Source: an optimization exercise on an open RTL-to-GDS flow (aim: small area). Production flows keep margins and buffers that such runs may drop. Function was checked by simulation only, so behaviour that the tests miss may differ from the original. No activity file was given, so power comes from the tool's default toggle rates. The clock port is modelled as an ideal driver; clocking choices that lean on that would not hold on a real chip.

the baseline:
==> flow/design.v <==
module ofdm_cfg_alloc_regs #(
  parameter int AW   = 7,
  parameter int LEN0 = 4,
  parameter int LEN1 = 16,
  parameter int LEN2 = 128
) (
  input  logic        CLK_I,
  input  logic        RST_I,
  input  logic [31:0] CFG_DAT_I,
  input  logic [1:0]  CFG_ADR_I,
  input  logic        CFG_WE_I,
  input  logic        CFG_STB_I,
  output logic        CFG_ACK_O,
  output logic [31:0] CFG_DAT_O,
  output logic        CFG_RDY_O,
  output logic [1:0]  STD_O,
  output logic        AL_BIT_O,
  output logic        AL_VLD_O,
  output logic        AL_LAST_O,
  input  logic        AL_RD_I
);
  localparam int PW = AW + 1;   
  localparam int RW = AW + 5;   
  localparam int NW = 2**AW;    
  localparam int SB = 3;        
  localparam int S  = 2**SB;
  localparam int TG = 26;       
  localparam int NI = NW / S;   
  localparam int NT = (NW + TG - 1) / TG;
  typedef enum logic [1:0] {
    RD_IDLE,
    RD_FETCH,
    RD_RUN
  } rd_state_e;
  localparam logic [PW-1:0] LEN0_W = LEN0;
  localparam logic [PW-1:0] LEN1_W = LEN1;
  localparam logic [PW-1:0] LEN2_W = LEN2;
  function automatic logic [PW-1:0] std_len(input logic [1:0] s);
    case (s)
      2'd0:    std_len = LEN0_W;
      2'd1:    std_len = LEN1_W;
      2'd2:    std_len = LEN2_W;
      default: std_len = '0;
    endcase
  endfunction
  logic          ack_q;
  logic [1:0]    std_q, std_n;
  logic [PW-1:0] len_q, len_n;
  logic [PW-1:0] wptr_q, wptr_n;
  logic          rdy_q;
  logic wr_std;
  logic wr_word;
  logic word_ok;
  assign wr_std  = CFG_STB_I && CFG_WE_I && (CFG_ADR_I == 2'd0);
  assign wr_word = CFG_STB_I && CFG_WE_I && (CFG_ADR_I == 2'd1);
  assign len_q   = std_len(std_q);
  assign word_ok = wr_word && (wptr_q < len_q);
  always_comb begin
    std_n  = std_q;
    wptr_n = wptr_q;
    if (wr_std) begin
      std_n  = CFG_DAT_I[1:0];
      wptr_n = '0;
    end else if (word_ok) begin
      wptr_n = wptr_q + 1'b1;
    end
    len_n = std_len(std_n);
  end
  always_ff @(posedge CLK_I or posedge RST_I) begin
    if (RST_I) begin
      ack_q  <= 1'b0;
      std_q  <= 2'd0;
      wptr_q <= '0;
      rdy_q  <= 1'b0;
    end else begin
      ack_q  <= CFG_STB_I;
      std_q  <= std_n;
      wptr_q <= wptr_n;
      rdy_q  <= (wptr_n == len_n);
    end
  end
  assign CFG_ACK_O = ack_q;
  assign CFG_RDY_O = rdy_q;
  assign STD_O     = std_q;
  logic [NW-1:0][31:0] ring_q;
  logic [AW-1:0]       p0_q;     
  logic [AW-1:0]       wn_q;     
  logic                wr0;      
  logic [S-1:1][31:0]  dl_dq;
  logic [S-1:1]        dl_vq;
  logic [S-1:0][31:0]  dl_d;
  logic [S-1:0]        dl_v;
  logic [S-1:0]        dl_sel;
  logic                ins;
  logic                ins_tok;
  logic [31:0]         ins_dat;
  logic [AW-SB-1:0]    ins_pt;
  assign wr0     = word_ok && (wptr_q == '0);
  assign dl_d    = {dl_dq, CFG_DAT_I};
  assign dl_v    = {dl_vq, word_ok && (wptr_q != '0)};
  always_comb begin
    logic older;
    older   = 1'b0;
    ins_dat = '0;
    for (int j = S - 1; j >= 0; j--) begin
      dl_sel[j] = dl_v[j] && !older;
      older     = older || dl_v[j];
      if (dl_sel[j]) ins_dat = ins_dat | dl_d[j];
    end
    if (wr0) ins_dat = CFG_DAT_I;
  end
  assign ins_tok = (|dl_v) && (wn_q[SB-1:0] == '0);
  assign ins     = wr0 || ins_tok;
  assign ins_pt  = wr0 ? '0 : wn_q[AW-1:SB];
  always_ff @(posedge CLK_I or posedge RST_I) begin
    if (RST_I) begin
      dl_vq <= '0;
    end else begin
      for (int j = 1; j < S; j++) begin
        dl_vq[j] <= dl_v[j-1] && !(ins_tok && dl_sel[j-1]) && !wr_std;
      end
    end
  end
  always_ff @(posedge CLK_I) begin
    for (int j = 1; j < S; j++) begin
      dl_dq[j] <= dl_d[j-1];
    end
    p0_q <= p0_n;
    wn_q <= wr0 ? '0 : wn_q + AW'(!ins_tok);
    for (int p = 0; p < NW; p++) begin
      if ((p % S) == 0 && ins && ins_pt == (p / S))
        ring_q[p] <= ins_dat;
      else
        ring_q[p] <= ring_q[(p + NW - 1) % NW];
    end
  end
  rd_state_e      state_q, state_n;
  logic [RW-1:0]  rptr_q, rptr_n;
  logic [31:0]    cur_word_q;
  logic [31:0]    nxt_word_q;
  logic [31:0]    tap_dat;
  logic [AW-1:0]  widx;
  logic [RW:0]    last_idx;
  logic           run;
  logic           pop;
  logic           at_last;
  logic [AW-1:0]  p0_n;
  logic [AW-1:0]  widx_n;
  logic [PW-1:0]  widx_inc_n;
  logic [AW-1:0]  hunt_n;
  logic [AW-1:0]  hpos_n;
  logic [NT-1:0]  tsel_q;      
  assign run       = (state_q == RD_RUN);
  assign widx      = rptr_q[RW-1:5];
  assign last_idx  = {len_q, 5'b0} - 1'b1;
  assign at_last   = ({1'b0, rptr_q} == last_idx);
  assign pop       = run && AL_RD_I && !wr_std;
  always_comb begin
    rptr_n = rptr_q;
    if (wr_std || state_q == RD_FETCH) begin
      rptr_n = '0;
    end else if (pop) begin
      rptr_n = at_last ? '0 : rptr_q + 1'b1;
    end
  end
  assign p0_n       = wr0 ? '0 : p0_q + 1'b1;
  assign widx_n     = rptr_n[RW-1:5];
  assign widx_inc_n = {1'b0, widx_n} + 1'b1;
  assign hunt_n     = (state_n != RD_RUN) ? '0 :
                      (widx_inc_n == len_q) ? '0 : widx_inc_n[AW-1:0];
  assign hpos_n     = p0_n - hunt_n;
  always_ff @(posedge CLK_I) begin
    for (int k = 0; k < NT; k++) begin
      tsel_q[k] <= (hpos_n == AW'(k * TG));
    end
  end
  always_comb begin
    tap_dat = '0;
    for (int k = 0; k < NT; k++) begin
      if (tsel_q[k]) tap_dat = tap_dat | ring_q[k * TG];
    end
  end
  always_ff @(posedge CLK_I) begin
    if (|tsel_q) begin
      nxt_word_q <= tap_dat;
    end
  end
  always_ff @(posedge CLK_I or posedge RST_I) begin
    if (RST_I) begin
      state_q <= RD_IDLE;
    end else begin
      state_q <= state_n;
    end
  end
  always_comb begin
    state_n = state_q;
    case (state_q)
      RD_IDLE:  if (rdy_q && (len_q != '0)) state_n = RD_FETCH;
      RD_FETCH: state_n = RD_RUN;
      RD_RUN:   state_n = RD_RUN;
      default:  state_n = RD_IDLE;
    endcase
    if (wr_std) begin
      state_n = RD_IDLE;
    end
  end
  always_ff @(posedge CLK_I) begin
    rptr_q <= rptr_n;
  end
  always_ff @(posedge CLK_I) begin
    if (!wr_std && ((state_q == RD_FETCH) || (pop && rptr_q[4:0] == 5'd31))) begin
      cur_word_q <= nxt_word_q;
    end
  end
  assign AL_VLD_O  = run;
  assign AL_BIT_O  = run && cur_word_q[rptr_q[4:0]];
  assign AL_LAST_O = run && at_last;
  logic        ovf_q;
  logic [31:0] rd_mux;
  logic [31:0] dat_q;
  always_ff @(posedge CLK_I or posedge RST_I) begin
    if (RST_I) begin
      ovf_q <= 1'b0;
    end else if (wr_std) begin
      ovf_q <= 1'b0;
    end else if (wr_word && !word_ok) begin
      ovf_q <= 1'b1;
    end
  end
  always_comb begin
    rd_mux = '0;
    case (CFG_ADR_I)
      2'd0: rd_mux[1:0] = std_q;
      2'd2: begin
        rd_mux[0]      = rdy_q;
        rd_mux[1]      = ovf_q;
        rd_mux[3:2]    = std_q;
        rd_mux[8 +: PW] = wptr_q;
      end
      default: rd_mux = '0;
    endcase
  end
  always_ff @(posedge CLK_I or posedge RST_I) begin
    if (RST_I) begin
      dat_q <= '0;
    end else begin
      dat_q <= (CFG_STB_I && !CFG_WE_I) ? rd_mux : '0;
    end
  end
  assign CFG_DAT_O = dat_q;
endmodule
Settings: LEC_CHECK=0, CAP_MARGIN=20, CORE_MARGIN=2, CORE_UTILIZATION=70, SETUP_SLACK_MARGIN=0.2, SLEW_MARGIN=20; clock period 8.0 ns.
standard.sh (not shown) runs the stock make flow with config.mk's settings and CLKGATE_MAP_FILE= SYNTH_SCRIPT=/design/flow/synth_recipe.tcl, a recipe that flattens the netlist after the stock synthesis.
==> flow/flow/run.sh <==
#!/bin/bash
set -euo pipefail
bash standard.sh \
  CTS_ARGS="-sink_clustering_enable -repair_clock_nets -dont_use_dummy_load -buf_list sky130_fd_sc_hd__clkbuf_16 -sink_clustering_size 32 -sink_clustering_max_diameter 64" \
  BUFFER_PORTS_ARGS="-buffer_cell sky130_fd_sc_hd__buf_1" \
  finish > standard.log 2>&1
The baseline completed every stage of the flow, and the final layout passed the timing, DRC and antenna checks.
[inputs] the candidate vs the baseline
--- a/flow/design.v
+++ b/flow/design.v
@@ -24,9 +24,9 @@
   localparam int NW = 2**AW;    
   localparam int SB = 3;        
   localparam int S  = 2**SB;
-  localparam int TG = 26;       
+  localparam int TB = 4;        
   localparam int NI = NW / S;   
-  localparam int NT = (NW + TG - 1) / TG;
+  localparam int NT = NW / (2**TB);
   typedef enum logic [1:0] {
     RD_IDLE,
     RD_FETCH,
@@ -171,13 +171,13 @@
   assign hpos_n     = p0_n - hunt_n;
   always_ff @(posedge CLK_I) begin
     for (int k = 0; k < NT; k++) begin
-      tsel_q[k] <= (hpos_n == AW'(k * TG));
+      tsel_q[k] <= (hpos_n[TB-1:0] == '0) && (hpos_n[AW-1:TB] == k);
     end
   end
   always_comb begin
     tap_dat = '0;
     for (int k = 0; k < NT; k++) begin
-      if (tsel_q[k]) tap_dat = tap_dat | ring_q[k * TG];
+      if (tsel_q[k]) tap_dat = tap_dat | ring_q[k * (2**TB)];
     end
   end
   always_ff @(posedge CLK_I) begin
==> summary.txt <==
Taking the candidate as 1.0, the baseline lands at 0.928 on global-route wire length before repair.
Between the candidate and the baseline, the post-synthesis register bit count does not differ in any meaningful way.
Setup slack on the worst flop-to-flop path: the candidate vs the baseline down 0.06 ns
Footprint of the multi-input gates (the candidate / the baseline): 1.06
Between the baseline and the candidate, the synthesized cell count is lower for the baseline.
In the candidate the switching share of total power turned out 0.31 points higher than in the baseline.
The die area of the candidate was inferior to that of the baseline.
Worst setup slack after layout on the candidate is down relative to the baseline.
Compared with the baseline, the candidate shows total power that has gone up by a few percent.
Comparing the baseline and the candidate, the higher leakage power of the design is on the candidate.
In the metrics for the baseline and the candidate, the one carrying the higher detailed placement HPWL is the candidate.
On global placement routability congestion, the higher figure sits with the candidate, not the baseline.

[separate check: timing with driven ports]
How much do the figures lean on ideal ports? The routed layouts below were timed once more, with nothing changed but the port constraints. Step 1: set_driving_cell puts a clkbuf_16 on CLK_I and a buf_2 on each other input, an assumption about the parent block. Step 2 adds t to the input delays and takes it off the output delays; t is the mean of the earliest and latest rising clock arrival at the registers after step 1. Input paths then give back, and output paths get back, about the clock's delay inside the block. Slacks: ideal ports / drivers / drivers and shift; pairs: ideal ports / drivers.
| run | shift t [ns] | slack for setup (ns) | worst setup path after step 2 |
|---|---|---|---|
| the baseline | 0.829 | 1.983 / 1.983 / 1.568 | input to register |
| the candidate | 0.865 | 1.762 / 1.809 / 0.944 | input to register |
After both steps every run listed still meets setup and hold. The setup slack of the candidate, which loses most, moves by +0.047 ns with the drivers and by -0.818 ns with both steps.
